From an optimization exercise on the open Yosys and OpenROAD flow, aimed at small area, a short achievable clock period and few clock cycles per item; shortcuts taken in it are not production practice.
Only simulation tests tie the RTL to the original design; equivalence was not proved.

==> inputs of branch lagoon <==
## cc_top
module cc_top #(
    parameter int max_actions = 10
) (
    input  logic            clk,
    input  logic            rst_n,
    input  logic            color_valid,
    input  logic [2:0]      color,
    input  logic            action_valid,
    input  logic [7:0]      action,
    output logic            out_valid,
    output logic [6:0]      score
);
==> module line_match, before the edit <==
module line_match (
    input  logic [3*cc_pkg::board_dim-1:0] cells,
    output logic [cc_pkg::board_dim-3:0]   hits,
    output logic [cc_pkg::board_dim-1:0]   covered,
    output logic [2:0]                     count
);
    logic [cc_pkg::board_dim-2:0] eq;
    always_comb begin
        for (int p = 0; p < cc_pkg::board_dim - 1; p++) begin
            eq[p] = cells[3*p +: 3] == cells[3*(p+1) +: 3];
        end
        for (int w = 0; w < cc_pkg::board_dim - 2; w++) begin
            hits[w] = (cells[3*w +: 3] != cc_pkg::empty) && eq[w] && eq[w+1];
        end
        covered = '0;
        for (int w = 0; w < cc_pkg::board_dim - 2; w++) begin
            covered[w +: 3] = covered[w +: 3] | {3{hits[w]}};
        end
    end
    assign count = {2'b00, hits[0]} + {2'b00, hits[1]} + {2'b00, hits[2]} + {2'b00, hits[3]};
endmodule
make LEC_CHECK=0 CAP_MARGIN=20 CORE_MARGIN=2 CORE_UTILIZATION=30 SLEW_MARGIN=20 finish   # period 10.0 ns
run.sh (not shown) runs the stock make flow with config.mk's settings and CLKGATE_MAP_FILE= SYNTH_SCRIPT=/design/flow/synth_recipe.tcl, a recipe that flattens the netlist after the stock synthesis.
==> inputs of branch violet, as changes to branch lagoon <==
--- a/flow/design.v
+++ b/flow/design.v
@@ -34,39 +34,44 @@
         for (int w = 0; w < cc_pkg::board_dim - 2; w++) begin
             hits[w] = (cells[3*w +: 3] != cc_pkg::empty) && eq[w] && eq[w+1];
         end
         covered = '0;
         for (int w = 0; w < cc_pkg::board_dim - 2; w++) begin
             covered[w +: 3] = covered[w +: 3] | {3{hits[w]}};
         end
     end
-    assign count = {2'b00, hits[0]} + {2'b00, hits[1]} + {2'b00, hits[2]} + {2'b00, hits[3]};
+    assign count[2] = &hits;
+    assign count[1] = (hits[0] | hits[2]) & (hits[1] | hits[3]) & !count[2];
+    assign count[0] = (hits[0] ^ hits[1]) ^ (hits[2] ^ hits[3]);
 endmodule
 `timescale 1ns/1ns
 module board_store (
     input  logic                            clk,
     input  logic                            rst_n,
     input  logic                            color_valid,
     input  logic [2:0]                      color,
     input  logic                            action_valid,
     input  logic [cc_pkg::board_dim-2:0]    vrows,
     input  logic [cc_pkg::board_dim-1:0]    hrows,
     input  logic [cc_pkg::board_dim-1:0]    cols,
     input  logic                            wipe,
     input  logic                            game_end,
     input  logic [cc_pkg::cell_count-1:0]   clear_mask,
-    output logic [3*cc_pkg::cell_count-1:0] scan_board
+    output logic [3*cc_pkg::cell_count-1:0] scan_board,
+    output logic                            illegal
 );
     localparam int dim = cc_pkg::board_dim;
     localparam int n   = cc_pkg::cell_count;
     logic [3*n-1:0] board;
     logic [n-1:0]   full;
     logic [n-1:0]   swap_v;
     logic [n-1:0]   swap_h;
+    logic [n-1:0]   touched;
+    logic [n-1:0]   hold;
     logic [n-1:0]   keep;
     logic [n-1:0]   load;
     logic [n-1:0]   clear;
     logic [2:0]     load_row;
     logic [2:0]     load_col;
     logic           stale;
     logic           blank;
     always_ff @(posedge clk or negedge rst_n) begin
@@ -94,29 +99,32 @@
     assign blank = wipe || stale;
     always_comb begin
         for (int k = 0; k < n; k++) begin
             full[k] = board[3*k +: 3] != cc_pkg::empty;
         end
         for (int k = 0; k < n; k++) begin
             swap_v[k] = 1'b0;
             swap_h[k] = 1'b0;
-            if (k / dim < dim - 1) begin
-                swap_v[k] = vrows[k / dim] && cols[k % dim] && full[k] && full[k + dim];
-            end
-            if (k % dim < dim - 1) begin
-                swap_h[k] = hrows[k / dim] && cols[k % dim] && full[k] && full[k + 1];
-            end
+            if (k / dim < dim - 1) swap_v[k] = vrows[k / dim] && cols[k % dim];
+            if (k % dim < dim - 1) swap_h[k] = hrows[k / dim] && cols[k % dim];
         end
         for (int k = 0; k < n; k++) begin
-            keep[k] = !(blank || swap_v[k] || swap_h[k]);
-            if (k / dim > 0) keep[k] = keep[k] && !swap_v[k - dim];
-            if (k % dim > 0) keep[k] = keep[k] && !swap_h[k - 1];
-            load[k]  = color_valid && load_row == 3'(k / dim) && load_col == 3'(k % dim);
-            clear[k] = clear_mask[k] && action_valid;
+            touched[k] = swap_v[k] || swap_h[k];
+            if (k / dim > 0) touched[k] = touched[k] || swap_v[k - dim];
+            if (k % dim > 0) touched[k] = touched[k] || swap_h[k - 1];
+            keep[k] = !(blank || touched[k]);
+            load[k] = color_valid && load_row == 3'(k / dim) && load_col == 3'(k % dim);
+        end
+    end
+    assign illegal = |(touched & ~full);
+    always_comb begin
+        for (int k = 0; k < n; k++) begin
+            hold[k]  = touched[k] && illegal;
+            clear[k] = clear_mask[k] && action_valid && !illegal;
         end
     end
     always_comb begin
         for (int k = 0; k < n; k++) begin
             scan_board[3*k +: 3] = board[3*k +: 3] & {3{keep[k]}};
             if (k / dim > 0) begin
                 scan_board[3*k +: 3] = scan_board[3*k +: 3] | (board[3*(k - dim) +: 3] & {3{swap_v[k - dim]}});
             end
@@ -128,17 +136,18 @@
             end
             if (k % dim < dim - 1) begin
                 scan_board[3*k +: 3] = scan_board[3*k +: 3] | (board[3*(k + 1) +: 3] & {3{swap_h[k]}});
             end
         end
     end
     always_ff @(posedge clk) begin
         for (int k = 0; k < n; k++) begin
-            board[3*k +: 3] <= scan_board[3*k +: 3] | {3{clear[k]}} | (color & {3{load[k]}});
+            board[3*k +: 3] <= (hold[k] ? board[3*k +: 3] : scan_board[3*k +: 3])
+                             | {3{clear[k]}} | (color & {3{load[k]}});
         end
     end
 endmodule
 `timescale 1ns/1ns
 module action_queue #(
     parameter int max_actions = 10
 ) (
     input  logic                         clk,
@@ -258,16 +267,17 @@
     end
 endmodule
 `timescale 1ns/1ns
 module cc_ctrl (
     input  logic                             clk,
     input  logic                             rst_n,
     input  logic                             started,
     input  logic                             action_valid,
+    input  logic                             illegal,
     input  logic [3*2*cc_pkg::board_dim-1:0] line_counts,
     output logic                             game_end,
     output logic                             wipe,
     output logic                             out_valid,
     output logic [6:0]                       score
 );
     localparam int lines = 2 * cc_pkg::board_dim;
     logic [3*lines-1:0] cnt_l;
@@ -306,17 +316,17 @@
     end
     always_ff @(posedge clk or negedge rst_n) begin
         if (!rst_n) begin
             act_l <= 1'b0;
             end_l <= 1'b0;
             act_q <= 1'b0;
             end_q <= 1'b0;
         end else begin
-            act_l <= action_valid || started;
+            act_l <= (action_valid || started) && !illegal;
             end_l <= game_end;
             act_q <= act_l;
             end_q <= end_l;
         end
     end
     assign total_nxt = total + (act_q ? 7'(sum_a) + 7'(sum_b) : 7'd0);
     always_ff @(posedge clk or negedge rst_n) begin
         if (!rst_n) begin
@@ -431,29 +441,31 @@
     logic [35:0]  clear_mask;
     logic [35:0]  line_counts;
     logic [4:0]   vrows;
     logic [5:0]   hrows;
     logic [5:0]   cols;
     logic         started;
     logic         game_end;
     logic         wipe;
+    logic         illegal;
     board_store board_store_inst (
         .clk          (clk),
         .rst_n        (rst_n),
         .color_valid  (color_valid),
         .color        (color),
         .action_valid (action_valid),
         .vrows        (vrows),
         .hrows        (hrows),
         .cols         (cols),
         .wipe         (wipe),
         .game_end     (game_end),
         .clear_mask   (clear_mask),
-        .scan_board   (scan_board)
+        .scan_board   (scan_board),
+        .illegal      (illegal)
     );
     action_queue #(
         .max_actions (max_actions)
     ) action_queue_inst (
         .clk          (clk),
         .rst_n        (rst_n),
         .action_valid (action_valid),
         .action       (action),
@@ -468,15 +480,16 @@
         .clear_mask  (clear_mask),
         .line_counts (line_counts)
     );
     cc_ctrl cc_ctrl_inst (
         .clk          (clk),
         .rst_n        (rst_n),
         .started      (started),
         .action_valid (action_valid),
+        .illegal      (illegal),
         .line_counts  (line_counts),
         .game_end     (game_end),
         .wipe         (wipe),
         .out_valid    (out_valid),
         .score        (score)
     );
 endmodule
==> flow/flow/run.sh (new file) <==
#!/bin/bash
# The standard layout with two changes: ABC's default mapping script in
# synthesis (flow/synth.tcl), and plain buffers (not delay buffers) on the
# ports. Each tool's output is kept in the ORFS logs; make's in orfs_make.log.
set -euo pipefail
here=$(pwd)
bash standard.sh SYNTH_SCRIPT="$here/flow/synth.tcl" \
  BUFFER_PORTS_ARGS="-buffer_cell sky130_fd_sc_hd__buf_4" SETUP_SLACK_MARGIN=6.5 finish > orfs_make.log 2>&1
==> flow/flow/synth.tcl (new file) <==
# synth_recipe.tcl (the standard synthesis), except that ABC maps the logic
# with its default script for a liberty library instead of ORFS's speed
# script. Registers are mapped before ABC runs, so they are the standard
# synthesis's, with the same names and cells.
proc synth {args} { yosys synth -nofsm -noshare {*}$args }
proc abc {args} {
  set i [lsearch -exact $args -script]
  if {$i >= 0} {
    set args [lreplace $args $i [expr {$i + 1}]]
  }
  puts "OWN-FLOW abc $args"
  yosys abc {*}$args
}
source $::env(SCRIPTS_DIR)/synth.tcl
# left out here: clear keep_hierarchy, flatten, clean up, hide names made inside functions, write 1_2_yosys.v
==> flow/standard.sh (new file) <==
#!/bin/bash
# synth_recipe.tcl (not shown) runs the flow's synth.tcl, then flattens the netlist and writes it again
# the make line also repeats each setting of config.mk as NAME=value (left out here)
make -C /OpenROAD-flow-scripts/flow DESIGN_CONFIG=/design/flow/config.mk WORK_HOME=/design/flow/orfs CLKGATE_MAP_FILE= SYNTH_SCRIPT=/design/flow/synth_recipe.tcl "${@:-finish}"
Settings changed: CORE_UTILIZATION 30 to 50.
removed: flow/run.sh
==> inputs of branch cedar, as changes to branch lagoon <==
==> flow/flow/run.sh (new file) <==
#!/bin/bash
# The standard layout, with plain buffers (not delay buffers) on the ports.
set -euo pipefail
cp standard.sh standard_copy.sh.txt
bash standard.sh BUFFER_PORTS_ARGS="-buffer_cell sky130_fd_sc_hd__buf_4" finish > orfs_make.log 2>&1
==> flow/standard.sh (new file) <==
#!/bin/bash
# synth_recipe.tcl (not shown) runs the flow's synth.tcl, then flattens the netlist and writes it again
# the make line also repeats each setting of config.mk as NAME=value (left out here)
make -C /OpenROAD-flow-scripts/flow DESIGN_CONFIG=/design/flow/config.mk WORK_HOME=/design/flow/orfs CLKGATE_MAP_FILE= SYNTH_SCRIPT=/design/flow/synth_recipe.tcl "${@:-finish}"
Settings changed: CORE_UTILIZATION 30 to 50.
removed: flow/run.sh
==> inputs of branch tundra, as changes to branch lagoon <==
--- a/flow/design.v
+++ b/flow/design.v
@@ -34,17 +34,19 @@
         for (int w = 0; w < cc_pkg::board_dim - 2; w++) begin
             hits[w] = (cells[3*w +: 3] != cc_pkg::empty) && eq[w] && eq[w+1];
         end
         covered = '0;
         for (int w = 0; w < cc_pkg::board_dim - 2; w++) begin
             covered[w +: 3] = covered[w +: 3] | {3{hits[w]}};
         end
     end
-    assign count = {2'b00, hits[0]} + {2'b00, hits[1]} + {2'b00, hits[2]} + {2'b00, hits[3]};
+    assign count[2] = &hits;
+    assign count[1] = (hits[0] | hits[2]) & (hits[1] | hits[3]) & !count[2];
+    assign count[0] = (hits[0] ^ hits[1]) ^ (hits[2] ^ hits[3]);
 endmodule
 `timescale 1ns/1ns
 module board_store (
     input  logic                            clk,
     input  logic                            rst_n,
     input  logic                            color_valid,
     input  logic [2:0]                      color,
     input  logic                            action_valid,
==> flow/flow/run.sh (new file) <==
#!/bin/bash
# The standard layout with two changes: ABC's default mapping script in
# synthesis (flow/synth.tcl), and plain buffers (not delay buffers) on the
# ports. Each tool's output is kept in the ORFS logs; make's in orfs_make.log.
set -euo pipefail
here=$(pwd)
bash standard.sh SYNTH_SCRIPT="$here/flow/synth.tcl" \
  BUFFER_PORTS_ARGS="-buffer_cell sky130_fd_sc_hd__buf_4" SETUP_SLACK_MARGIN=6.5 finish > orfs_make.log 2>&1
==> flow/flow/synth.tcl (new file) <==
# synth_recipe.tcl (the standard synthesis), except that ABC maps the logic
# with its default script for a liberty library instead of ORFS's speed
# script. Registers are mapped before ABC runs, so they are the standard
# synthesis's, with the same names and cells.
proc synth {args} { yosys synth -nofsm -noshare {*}$args }
proc abc {args} {
  set i [lsearch -exact $args -script]
  if {$i >= 0} {
    set args [lreplace $args $i [expr {$i + 1}]]
  }
  puts "OWN-FLOW abc $args"
  yosys abc {*}$args
}
source $::env(SCRIPTS_DIR)/synth.tcl
# left out here: clear keep_hierarchy, flatten, clean up, hide names made inside functions, write 1_2_yosys.v
==> flow/standard.sh (new file) <==
#!/bin/bash
# synth_recipe.tcl (not shown) runs the flow's synth.tcl, then flattens the netlist and writes it again
# the make line also repeats each setting of config.mk as NAME=value (left out here)
make -C /OpenROAD-flow-scripts/flow DESIGN_CONFIG=/design/flow/config.mk WORK_HOME=/design/flow/orfs CLKGATE_MAP_FILE= SYNTH_SCRIPT=/design/flow/synth_recipe.tcl "${@:-finish}"
Settings changed: CORE_UTILIZATION 30 to 65.
removed: flow/run.sh
==> reports/metrics.yaml <==
layout:
  multi_input_gates: 1337
  multi_input_area_share_pct: 61.38
drt:
  wl_met2_mm: 23.50
  top_layer_used: "met5"
synthesis:
  seq_area_frac_synth_pct: 28.35
  synth_fa_ha_area_share_pct: 7.891
die:
  num_rows: 55
  dieArea_sq_um: 24360
power_and_ir_drop:
  sw_frac_of_total_pct: 48.71
status:
  outcome: "finished clean"
sta:
  rsz0062_at_grt: "yes"
placed_design:
  place_congestion: 0.9858
worst_setup_path:
  worst-path-max-fanout: 8
That was branch tundra.
==> reports/metrics.yaml <==
status:
  outcome: "finished clean"
synthesis:
  synth_fa_ha_area_share_pct: 7.507
  synth.distinct_cells: 65
  seq_area_frac_synth_pct: 26.97
power_and_ir_drop:
  sw_frac_of_total_pct: 48.84
sta:
  rsz0062_at_grt: "yes"
die:
  num_rows: 65
  dieArea_sq_um: 33040
drt:
  wl_met2_mm: 26.96
  top_layer_used: "met4"
placed_design:
  place_congestion: 0.9314
layout:
  multi_input_gates: 1623
  multi_input_area_share_pct: 62.35
That was branch violet.
==> reports/metrics.yaml <==
status:
  outcome: "finished clean"
layout:
  multi_input_area_share_pct: 60.88
  multi_input_gates: 1451
drt:
  wl_met2_mm: 26.14
die:
  num_rows: 83
  dieArea_sq_um: 53530
worst_setup_path:
  worst-path-max-fanout: 11
That was branch lagoon.
==> reports/metrics.yaml <==
die:
  num_rows: 64
  dieArea_sq_um: 32440
status:
  outcome: "finished clean"
drt:
  wl_met2_mm: 26.06
synthesis:
  seq_area_frac_synth_pct: 27.48
worst_setup_path:
  worst-path-max-fanout: 22
That was branch cedar.
Testbench counts of branch lagoon, summed over its fixed seeds: cycles 23,520, games 480.
Testbench counts of branch violet, summed over its fixed seeds: cycles 23,520, games 480.
Testbench counts of branch cedar, summed over its fixed seeds: cycles 23,520, games 480.
Testbench counts of branch tundra, summed over its fixed seeds: cycles 23,520, games 480.

afterwards: timing with drivers on the ports:
In the flow no input, the clock included, has a driving cell. The finished layouts below were timed again as built, in two steps.
Step 1 (the two cells are an assumption about what drives the block):
set clk [get_ports {clk}]
set_driving_cell -lib_cell sky130_fd_sc_hd__clkbuf_16 $clk
set_driving_cell -lib_cell sky130_fd_sc_hd__buf_2 [delete_from_list [all_inputs] $clk]
Step 2 adds t to the input delays and takes it off the output delays; t is the mean of the earliest and latest rising clock arrival at the registers after step 1. Input paths then give back, and output paths get back, about the clock's delay inside the block.
a / b / c = ideal / step 1 / step 2; a / b = the first two.
run | t (ns) | slack for setup (ns) | slew at the worst register clock pin (ns)
branch lagoon | 0.601 | 4.883 / 4.883 / 4.883 | 0.07 / 0.07
branch violet | 0.596 | 6.530 / 6.530 / 6.128 | 0.06 / 0.06
branch cedar | 0.597 | 4.975 / 4.975 / 4.975 | 0.07 / 0.07
branch tundra | 0.585 | 6.429 / 6.429 / 6.076 | 0.06 / 0.06
After both steps setup and hold are still met in every run listed. For branch violet, which loses most, drivers alone change the setup slack by 0.000 ns; drivers and shift together by -0.402 ns.
